Context: an optimization exercise on an open-source flow, tuned for small area and a short achievable clock period. The choices shown serve that exercise and are no tape-out recipe. The RTL was checked by simulation tests, not by an equivalence proof against the original design. The clock port is modelled as an ideal driver; clocking choices that lean on that would not hold on a real chip.

==> flow/design.v (excerpt) <==
module ddr2_wr_stager
#(
    parameter int unsigned       DATA_W        = ddr2_pkg::DDR2_DATA_W,
    parameter int unsigned       DEPTH         = 32,
    parameter int unsigned       BURST_LEN     = ddr2_pkg::DDR2_BURST_LEN,
    parameter int unsigned       FLUSH_TIMEOUT = 64,
    parameter logic [DATA_W-1:0] PAD_WORD      = '0
) (
    input  logic                    clk,
    input  logic                    rst,
    input  logic                    in_valid,
    input  logic [DATA_W-1:0]       in_data,
    output logic                    in_ready,
    input  logic                    flush,
    output logic                    wr_req_from_tmto,
    output logic [DATA_W-1:0]       tmto_fifo_q,
    input  logic                    tmto_fifo_rdacked,
    output logic [$clog2(DEPTH):0]  count,
    output logic [15:0]             pad_cnt,
    output logic                    overflow,
    output logic                    underflow
);
Size in the first run: roughly 320 I/O pins, ~170000 um^2 of cells after synthesis.
Settings: LEC_CHECK=0, CAP_MARGIN=20, CORE_MARGIN=2, CORE_UTILIZATION=55, SETUP_SLACK_MARGIN=2.6, SLEW_MARGIN=20, SYNTH_MEMORY_MAX_BITS=8192; clock period 5.2 ns.
run.sh (not shown) runs the stock make flow with config.mk's settings and CLKGATE_MAP_FILE= SYNTH_SCRIPT=/design/flow/synth_recipe.tcl, a recipe that flattens the netlist after the stock synthesis.
The baseline ran to the end with no violations.
Then changed:
Settings changed: CTS_CLUSTER_DIAMETER set to 100, CTS_CLUSTER_SIZE set to 25.
After rerunning: Final cell count falls by a few percent; setup slack is better by 0.0042 ns; global-route usage falls by 0.43 points; core utilization falls by 2.9 points.

========
== the baseline ==
The RTL this note starts from:
==> flow/design.v <==
package ddr2_pkg;
    localparam int unsigned DDR2_DATA_W    = 144;
    localparam int unsigned DDR2_BURST_LEN = 2;
    typedef enum logic [1:0] {
        IDLE,
        WAIT,
        PAD
    } pad_state_t;
endpackage
module ddr2_wr_stager
#(
    parameter int unsigned       DATA_W        = ddr2_pkg::DDR2_DATA_W,
    parameter int unsigned       DEPTH         = 32,
    parameter int unsigned       BURST_LEN     = ddr2_pkg::DDR2_BURST_LEN,
    parameter int unsigned       FLUSH_TIMEOUT = 64,
    parameter logic [DATA_W-1:0] PAD_WORD      = '0
) (
    input  logic                    clk,
    input  logic                    rst,
    input  logic                    in_valid,
    input  logic [DATA_W-1:0]       in_data,
    output logic                    in_ready,
    input  logic                    flush,
    output logic                    wr_req_from_tmto,
    output logic [DATA_W-1:0]       tmto_fifo_q,
    input  logic                    tmto_fifo_rdacked,
    output logic [$clog2(DEPTH):0]  count,
    output logic [15:0]             pad_cnt,
    output logic                    overflow,
    output logic                    underflow
);
    localparam int unsigned      CNT_W  = $clog2(DEPTH) + 1;
    localparam int unsigned      RING_N = DEPTH - 1;
    localparam logic [5:0]       TIMEOUT_LAST = 6'(FLUSH_TIMEOUT - 1);
    logic [CNT_W-1:0]             cnt_r;
    logic [CNT_W-1:0]             cnt_b;
    logic                         rdy_r;      
    logic                         rdy_b;
    logic                         ge2_b;
    logic [15:0]                  pad_b;
    logic                         padp_r;     
    logic                         ge2_r;      
    logic                         empty_r;    
    logic                         nempty_r;   
    logic                         full_r;     
    logic                         st_wait;
    logic                         st_pad;
    logic [5:0]                   idle_cnt;
    logic [RING_N-1:0]            wr_oh;
    logic [RING_N-1:0]            rd_oh;
    logic [RING_N-1:0][DATA_W-1:0] ring;
    logic [DATA_W-1:0]            q_r;
    logic c0, c1, c2, c31, c32;
    assign c0  = empty_r;
    logic [CNT_W-1:0] cnt_i;
    logic             rdy_i, ge2_i;
    logic [15:0]      pad_i;
    assign cnt_i = ~cnt_b;
    assign rdy_i = !rdy_b;
    assign ge2_i = !ge2_b;
    assign pad_i = ~pad_b;
    assign c1  = (cnt_i == CNT_W'(1));
    assign c2  = (cnt_i == CNT_W'(2));
    assign c31 = (cnt_i == CNT_W'(DEPTH-1));
    assign c32 = full_r;
    logic prod_push, push, pop, inc, dec, res_n;
    assign prod_push = in_valid && rdy_i;
    assign push      = prod_push || padp_r;
    assign pop       = tmto_fifo_rdacked && !c0;
    assign inc       = push && !pop;
    assign dec       = pop && !push;
    assign res_n     = cnt_i[0] ^ push ^ pop;    
    logic [DATA_W-1:0] wdata;
    assign wdata = padp_r ? PAD_WORD : in_data;
    logic timeout, wait_n, pad_n;
    assign timeout = !prod_push && (idle_cnt == TIMEOUT_LAST);
    assign wait_n  = res_n && ((!st_wait && !st_pad) || (st_wait && !flush && !timeout));
    assign pad_n   = res_n && (st_pad || (st_wait && (flush || timeout)));
    logic [CNT_W-1:0] cnt_n;
    assign cnt_n = inc ? cnt_i + 1'b1 : (dec ? cnt_i - 1'b1 : cnt_i);
    logic [15:0] padc_n;
    assign padc_n = (padp_r && (pad_i != '1)) ? pad_i + 1'b1 : pad_i;
    logic full_n, ge2_n, empty_n;
    assign empty_n = inc ? 1'b0 : (dec ? c1 : c0);
    assign full_n = inc ? c31 : (dec ? 1'b0 : c32);
    assign ge2_n  = inc ? (ge2_i || c1) : (dec ? (ge2_i && !c2) : ge2_i);
    always_ff @(posedge clk) begin
        if (rst) begin
            cnt_r    <= '0;
            cnt_b    <= '1;
            rdy_r    <= 1'b1;
            rdy_b    <= 1'b0;
            ge2_b    <= 1'b1;
            padp_r   <= 1'b0;
            ge2_r    <= 1'b0;
            empty_r  <= 1'b1;
            nempty_r <= 1'b0;
            full_r   <= 1'b0;
            st_wait  <= 1'b0;
            st_pad   <= 1'b0;
            idle_cnt <= '0;
        end else begin
            cnt_r    <= cnt_n;
            cnt_b    <= ~cnt_n;
            rdy_r    <= !full_n && !pad_n;
            rdy_b    <= !(!full_n && !pad_n);
            ge2_b    <= !ge2_n;
            padp_r   <= pad_n && !full_n;
            ge2_r    <= ge2_n;
            empty_r  <= empty_n;
            nempty_r <= !empty_n;
            full_r   <= full_n;
            st_wait  <= wait_n;
            st_pad   <= pad_n;
            if (st_wait && wait_n && !prod_push) idle_cnt <= idle_cnt + 1'b1;
            else idle_cnt <= '0;
        end
    end
    logic wr_adv, rd_adv;
    assign wr_adv = push && (ge2_i || (c1 && !pop));
    assign rd_adv = pop && ge2_i;
    logic [RING_N-1:0] wr_oh_n;
    logic [RING_N-1:0] we_r;       
    assign wr_oh_n = wr_adv ? {wr_oh[RING_N-2:0], wr_oh[RING_N-1]} : wr_oh;
    always_ff @(posedge clk) begin
        if (rst) begin
            wr_oh <= RING_N'(1);
            rd_oh <= RING_N'(1);
            we_r  <= RING_N'(1);
        end else begin
            wr_oh <= wr_oh_n;
            if (rd_adv) rd_oh <= {rd_oh[RING_N-2:0], rd_oh[RING_N-1]};
            we_r  <= wr_oh_n & {RING_N{!full_n}};
        end
    end
    for (genvar i = 0; i < RING_N; i++) begin : g_ring
        always_ff @(posedge clk) begin
            if (we_r[i]) ring[i] <= wdata;
        end
    end
    logic [DATA_W-1:0] ring_rd;
    always_comb begin
        ring_rd = '0;
        for (int i = 0; i < RING_N; i++) begin
            ring_rd = ring_rd | (ring[i] & {DATA_W{rd_oh[i]}});
        end
    end
    logic              q_ld, q_hold, q_ld_ring, q_ld_in;
    assign q_ld      = tmto_fifo_rdacked || empty_r;
    assign q_hold    = !tmto_fifo_rdacked && nempty_r;
    assign q_ld_ring = q_ld && ge2_i;
    assign q_ld_in   = q_ld && !ge2_i && !padp_r;
    always_ff @(posedge clk) begin
        q_r <= (ring_rd & {DATA_W{q_ld_ring}}) | (in_data & {DATA_W{q_ld_in}}) |
               (q_r & {DATA_W{q_hold}});
    end
    always_ff @(posedge clk) begin
        if (rst) begin
            overflow  <= 1'b0;
            underflow <= 1'b0;
            pad_cnt   <= '0;
            pad_b     <= '1;
        end else begin
            if (in_valid && c32) overflow <= 1'b1;
            if (tmto_fifo_rdacked && c0) underflow <= 1'b1;
            pad_cnt   <= padc_n;
            pad_b     <= ~padc_n;
        end
    end
    assign in_ready         = rdy_r;
    assign wr_req_from_tmto = ge2_r;
    assign tmto_fifo_q      = q_r;
    assign count            = cnt_r;
endmodule
==> flow/config.mk <==
export PLATFORM = sky130hd
export DESIGN_NAME = ddr2_wr_stager
export DESIGN_NICKNAME = ddr2_wr_stager
export VERILOG_FILES = /design/flow/design.v
export SDC_FILE = /design/flow/constraint.sdc
export NUM_CORES = 4
export LEC_CHECK = 0
export CAP_MARGIN = 20
export CORE_MARGIN = 2
export CORE_UTILIZATION = 60
export CTS_CLUSTER_DIAMETER = 100
export CTS_CLUSTER_SIZE = 25
export SETUP_SLACK_MARGIN = 2.95
export SLEW_MARGIN = 20
export SYNTH_MEMORY_MAX_BITS = 8192
==> flow/constraint.sdc <==
create_clock -name core_clock -period 5.2 [get_ports {clk}]
set_input_delay 1.0400 -clock core_clock [delete_from_list [all_inputs] [get_ports {clk}]]
set_output_delay 1.0400 -clock core_clock [all_outputs]
set_load 0.01 [all_outputs]
standard.sh (not shown) runs the stock make flow with config.mk's settings and CLKGATE_MAP_FILE= SYNTH_SCRIPT=/design/flow/synth_recipe.tcl, a recipe that flattens the netlist after the stock synthesis.
==> flow/flow/run.sh <==
#!/bin/bash
# Own flow: the standard layout (standard.sh, all steps), with three changes:
# - before pin placement, pins.tcl asks for each in_data[k] / tmto_fifo_q[k] pair to sit
#   side by side;
# - REMOVE_ABC_BUFFERS=1: the floorplan step removes the buffers Yosys/ABC put on
#   high-fanout nets, and the resizer rebuffers those nets with sized buffers instead;
# - before clock tree synthesis, movebuf.tcl moves each output port's buffer next to the
#   flip-flop that drives it (and legalizes), so the buffer drives the wire to the pin.
# Every tool's output goes to standard.log in the work folder (ORFS keeps its per-step
# logs under orfs/logs as usual).
set -euo pipefail
here=$(cd "$(dirname "${BASH_SOURCE[0]}")" && pwd)
export PRE_IO_PLACEMENT_TCL="$here/pins.tcl"
export PRE_CTS_TCL="$here/movebuf.tcl"
bash standard.sh REMOVE_ABC_BUFFERS=1 finish > standard.log 2>&1
==> flow/flow/movebuf.tcl <==
# Move each output port's buffer onto the cell that drives it (detailed placement then
# legalizes it next to that cell), so the stronger buffer drives the long wire to the pin.
set block [ord::get_db_block]
set moved 0
foreach bt [$block getBTerms] {
  if {[$bt getIoType] != "OUTPUT"} { continue }
  set net [$bt getNet]
  if {$net == "NULL"} { continue }
  set buf ""
  foreach it [$net getITerms] { if {[$it isOutputSignal]} { set buf [$it getInst] } }
  if {$buf == ""} { continue }
  set innet ""
  foreach it [$buf getITerms] { if {[$it isInputSignal] && [$it getNet] != "NULL"} { set innet [$it getNet] } }
  if {$innet == ""} { continue }
  set drv ""
  foreach it [$innet getITerms] { if {[$it isOutputSignal]} { set drv [$it getInst] } }
  if {$drv == ""} { continue }
  set loc [$drv getLocation]
  $buf setLocation [lindex $loc 0] [lindex $loc 1]
  incr moved
}
puts "movebuf: moved $moved output buffers"
# Legalize the moved buffers.
detailed_placement
==> flow/flow/pins.tcl <==
# Keep each data bit's input and output pins side by side, so that bit's storage column
# sits next to both of its pins.
for {set k 0} {$k < 144} {incr k} {
  set_io_pin_constraint -group -order -pin_names [list "in_data\[$k\]" "tmto_fifo_q\[$k\]"]
}
The baseline was carried through to the last stage, and its layout satisfied the timing, DRC and antenna checks.
Edits applied to the flow inputs when going from the baseline to the candidate:
# the baseline
export LEC_CHECK = 0
export CAP_MARGIN = 20
export CORE_MARGIN = 2
export CORE_UTILIZATION = 60
export CTS_CLUSTER_DIAMETER = 100
export CTS_CLUSTER_SIZE = 25
export SETUP_SLACK_MARGIN = 2.95
export SLEW_MARGIN = 20
export SYNTH_MEMORY_MAX_BITS = 8192
create_clock -name core_clock -period 5.2 [get_ports {clk}]
# the candidate
export LEC_CHECK = 0
export CAP_MARGIN = 20
export CORE_MARGIN = 2
export CORE_UTILIZATION = 65
export CTS_CLUSTER_DIAMETER = 100
export CTS_CLUSTER_SIZE = 25
export SETUP_SLACK_MARGIN = 2.85
export SLEW_MARGIN = 20
export SYNTH_MEMORY_MAX_BITS = 8192
create_clock -name core_clock -period 5.2 [get_ports {clk}]
## What came out
- Delta (the candidate minus the baseline): global-route wire length before repair went down by about 4%, count of different cell masters after synthesis saw little to no change, average via count per standard cell increased by 0.21 relative to the old numbers.
- Re clock buffer count from CTS: the candidate is 4 down on the baseline.
- Run comparison: the baseline end point of the critical path tmto_fifo_q[33]; the candidate end point of the critical path tmto_fifo_q[131]
- Met1 wire length, the candidate vs the baseline: down by more than 10%
- Relative to the baseline, post-layout instance area has decreased by 1.3% in the candidate.
- The setup slack of the candidate is larger than that of the baseline.
- Fmax | the candidate vs the baseline | the candidate faster
- Compare the baseline and the candidate | antenna diode count lower: the baseline
- In the candidate the initial antenna violation count turned out 21 lower than in the baseline.

re-timing with driven ports:
The results above use ideal ports. As a check the final layouts listed here were re-extracted and re-timed, cells and wires unchanged.
Step 1 sets driving cells, clkbuf_16 on the clock port and buf_2 on the other inputs (assumed; they add their load-dependent delay and slew).
Step 2 moves the port delays by t, midway between the first and last clock arrival at a register: inputs arrive t later, outputs are due t later. That takes back most of the time a late clock gives input paths.
a / b / c = ideal / step 1 / step 2; a / b = the first two.
| run | shift t [ns] | slack for setup (ns) | worst data-port slew with drivers (ns) |
|---|---|---|---|
| the first run of note 1 | 1.071 | 2.273 / 2.173 / 1.823 | 0.08 |
| the second run of note 1 | 1.028 | 2.277 / 2.178 / 1.805 | 0.09 |
| the baseline | 1.049 | 2.702 / 2.598 / 2.116 | 0.06 |
| the candidate | 1.020 | 2.731 / 2.630 / 2.012 | 0.06 |
After both steps every run listed still meets setup and hold. The setup slack of the candidate, which loses most, moves by -0.101 ns with the drivers and by -0.719 ns with both steps.
